This design comes from an exercise in tuning for small area and a short achievable clock period on the open sky130 flow, not from production work.
Function was checked by simulation only, so behaviour that the tests miss may differ from the original.
Power and IR drop assume default switching activity.

==> flow/design.v <==
module fft_r2sdf_stage #(
  parameter int unsigned N_LOG2 = 8,
  parameter int unsigned STAGE  = 0,
  parameter int unsigned DW     = 16
) (
  input  logic          clk,
  input  logic          rst_n,
  input  logic          din_valid,
  input  logic          din_sop,
  input  logic [DW-1:0] din_re,
  input  logic [DW-1:0] din_im,
  output logic          dout_valid,
  output logic          dout_sop,
  output logic [DW-1:0] dout_re,
  output logic [DW-1:0] dout_im,
  output logic [15:0]   dout_theta
);
  localparam int unsigned D   = 2 ** (N_LOG2 - 1 - STAGE);
  localparam int unsigned CW  = N_LOG2 - STAGE;
  localparam int unsigned DW1 = DW + 1;
  logic [CW-1:0]         cnt;
  logic                  primed, rot_q;
  logic                  bfly, rot0;
  logic [15:0]           th_cnt;
  logic signed [DW-1:0]  a_re, a_im, neg_re, pre_re, pre_im, fil_re, fil_im;
  logic signed [DW-1:0]  sum_re, sum_im, dif_re, dif_im;
  logic signed [DW-1:0]  o_re, o_im, push_re, push_im;
  logic signed [DW-1:0]  dl_re [D];
  logic signed [DW-1:0]  dl_im [D];
  function automatic logic [DW-1:0] add_half(input logic [DW-1:0] x, input logic [DW-1:0] y,
                                             input logic ci);
    logic [DW-1:0] p, g, gg, pp, gn, pn, c;
    p  = x ^ y;
    g  = x & y;
    gg = g;
    pp = p;
    gg[0] = g[0] | (p[0] & ci);
    for (int d = 1; d < DW; d = d * 2) begin
      gn = gg;
      pn = pp;
      for (int i = d; i < DW; i++) begin
        gn[i] = gg[i] | (pp[i] & gg[i-d]);
        pn[i] = pp[i] & pp[i-d];
      end
      gg = gn;
      pp = pn;
    end
    c = {gg[DW-2:0], ci};
    add_half = {p[DW-1] ^ gg[DW-1], p[DW-1:1] ^ c[DW-1:1]};
  endfunction
  always_comb begin
    a_re   = dl_re[D-1];
    a_im   = dl_im[D-1];
    rot0   = rot_q;
    pre_re = rot0 ? a_im : a_re;
    for (int i = 0; i < DW; i++)
      neg_re[i] = a_re[i] ^ (|(a_re & DW'((1 << i) - 1)));
    pre_im = rot0 ? neg_re : a_im;
    th_cnt = '0;
    for (int i = 0; i < D; i++)
      if (cnt[CW-2:0] == (CW-1)'(i))
        th_cnt = 16'(-360 * ((i > D/2) ? i - D/2 : i));
    if (cnt[CW-1]) th_cnt = '0;
  end
  always_comb begin
    bfly     = cnt[CW-1] & ~din_sop;
    sum_re   = add_half(a_re, din_re, 1'b0);
    sum_im   = add_half(a_im, din_im, 1'b0);
    dif_re   = add_half(a_re, ~din_re, 1'b1);
    dif_im   = add_half(a_im, ~din_im, 1'b1);
    fil_re   = din_sop ? a_re : pre_re;
    fil_im   = din_sop ? a_im : pre_im;
    o_re     = bfly ? sum_re : fil_re;
    o_im     = bfly ? sum_im : fil_im;
    push_re  = bfly ? dif_re : din_re;
    push_im  = bfly ? dif_im : din_im;
  end
  always_ff @(posedge clk) begin
    if (din_valid) begin
      dl_re[0] <= push_re;
      dl_im[0] <= push_im;
      for (int unsigned i = 1; i < D; i++) begin
        dl_re[i] <= dl_re[i-1];
        dl_im[i] <= dl_im[i-1];
      end
    end
  end
  always_ff @(posedge clk) begin
    dout_re          <= o_re;
    dout_im          <= o_im;
    dout_theta[15:3] <= din_sop ? 13'd0 : th_cnt[15:3];
  end
  assign dout_theta[2:0] = 3'd0;   
  always_ff @(posedge clk or negedge rst_n) begin
    if (!rst_n) begin
      cnt        <= '0;
      primed     <= 1'b0;
      rot_q      <= 1'b0;
      dout_valid <= 1'b0;
      dout_sop   <= 1'b0;
    end else begin
      dout_valid <= din_valid & (bfly | primed);
      dout_sop   <= din_valid & ~din_sop & (cnt == CW'(D));
      if (din_valid) begin
        cnt <= din_sop ? CW'(1) : cnt + CW'(1);
        rot_q <= ~din_sop & ~cnt[CW-1] & (cnt[CW-2:0] >= (CW-1)'(D/2)) & (cnt[CW-2:0] != (CW-1)'(D-1));
        if (bfly) primed <= 1'b1;
      end
    end
  end
endmodule
clock: 5.5 ns
lec_check: 0
abc_clock_period_in_ps: 1000
cap_margin: 20
core_margin: 2
core_utilization: 65
cts_cluster_diameter: 80
cts_cluster_size: 30
setup_slack_margin: 3.2
slew_margin: 20
standard.sh (not shown) runs the stock make flow with config.mk's settings and CLKGATE_MAP_FILE= SYNTH_SCRIPT=/design/flow/synth_recipe.tcl, a recipe that flattens the netlist after the stock synthesis.
==> flow/flow/run.sh <==
#!/bin/bash
# Standard ORFS layout with three changes:
#  - synthesis maps adders as plain logic (no full-adder cells) and runs a delay-oriented
#    ABC script (flow/synth.tcl, flow/abc_speed.script); registers are the standard ones;
#  - the port buffers are plain buffers instead of the delay cells buffer_ports picks.
set -euo pipefail
here=$(pwd)
export FLOW_ABC_SCRIPT=$here/flow/abc_speed.script
export FLOW_ABC_DONT_USE=$here/flow/abc_dont_use.txt
export BUFFER_PORTS_ARGS="-buffer_cell sky130_fd_sc_hd__buf_4"
bash standard.sh SYNTH_SCRIPT=$here/flow/synth.tcl ADDER_MAP_FILE= finish > standard.log 2>&1
==> flow/flow/abc_dont_use.txt <==
sky130_fd_sc_hd__maj3_* sky130_fd_sc_hd__or4* sky130_fd_sc_hd__nor4* sky130_fd_sc_hd__and4* sky130_fd_sc_hd__nand4* sky130_fd_sc_hd__*2111* sky130_fd_sc_hd__*311*
==> flow/flow/abc_speed.script <==
&get -n
&st
&syn2
&if -g -K 6
&synch2
&if -g -K 6
&synch2
&nf {D}
&put
buffer -c
upsize {D}
dnsize {D}
==> flow/flow/synth.tcl <==
# synth_recipe.tcl (the standard synthesis) with one change: ABC's logic mapping runs the
# delay-oriented script flow/abc_speed.script instead of ORFS's, and does not map to the
# slow complex cells listed in flow/abc_dont_use.txt. Registers are untouched.
proc synth {args} { yosys synth -nofsm -noshare {*}$args }
proc abc {args} {
  set i [lsearch -exact $args -script]
  if {$i >= 0} { set args [lreplace $args [expr {$i + 1}] [expr {$i + 1}] $::env(FLOW_ABC_SCRIPT)] }
  set f [open $::env(FLOW_ABC_DONT_USE)]
  foreach c [read $f] { lappend args -dont_use $c }
  close $f
  yosys abc {*}$args
}
source $::env(SCRIPTS_DIR)/synth.tcl
# left out here: clear keep_hierarchy, flatten, clean up, hide names made inside functions, write 1_2_yosys.v
Change:
--- a/flow/design.v
+++ b/flow/design.v
@@ -20,5 +20,5 @@
   localparam int unsigned DW1 = DW + 1;
   logic [CW-1:0]         cnt;
-  logic                  primed, rot_q;
+  logic                  primed;
   logic                  bfly, rot0;
   logic [15:0]           th_cnt;
@@ -52,5 +52,5 @@
     a_re   = dl_re[D-1];
     a_im   = dl_im[D-1];
-    rot0   = rot_q;
+    rot0   = ~cnt[CW-1] && (cnt[CW-2:0] > (CW-1)'(D/2));
     pre_re = rot0 ? a_im : a_re;
     for (int i = 0; i < DW; i++)
@@ -96,5 +96,4 @@
       cnt        <= '0;
       primed     <= 1'b0;
-      rot_q      <= 1'b0;
       dout_valid <= 1'b0;
       dout_sop   <= 1'b0;
@@ -104,5 +103,4 @@
       if (din_valid) begin
         cnt <= din_sop ? CW'(1) : cnt + CW'(1);
-        rot_q <= ~din_sop & ~cnt[CW-1] & (cnt[CW-2:0] >= (CW-1)'(D/2)) & (cnt[CW-2:0] != (CW-1)'(D-1));
         if (bfly) primed <= 1'b1;
       end
Effect: Area after synthesis barely changes; wire length came out higher by a few percent; clock skew hardly moves; register-to-register slack loses 0.08 ns; non-clock buffer count goes up by 3; worst setup slack degrades by 0.032 ns; final cell count is about the same; clock power barely changes; core utilization went up by 0.22 points; first-iteration DRC count came out lower by a few percent; fmax drops slightly.

==> what the ideal ports hide <==
The results above use ideal ports. As a check the final layouts listed here were re-extracted and re-timed, cells and wires unchanged. Step 1 assumes that a clkbuf_16 drives the clock port and a buf_2 every other input. Step 2 moves the port delays by t, midway between the first and last clock arrival at a register: inputs arrive t later, outputs are due t later. That takes back most of the time a late clock gives input paths. a / b / c = ideal ports / drivers / drivers and shift; a / b = the first two.
run | shift t [ns] | setup WS [ns] | pins driven straight from the clock port
the first run | 0.903 | 2.999 / 2.913 / 2.337 | 1
the second run | 0.913 | 2.967 / 2.882 / 2.392 | 1
After both steps every run listed still meets setup and hold. The setup slack of the first run, which loses most, moves by -0.086 ns with the drivers and by -0.662 ns with both steps.
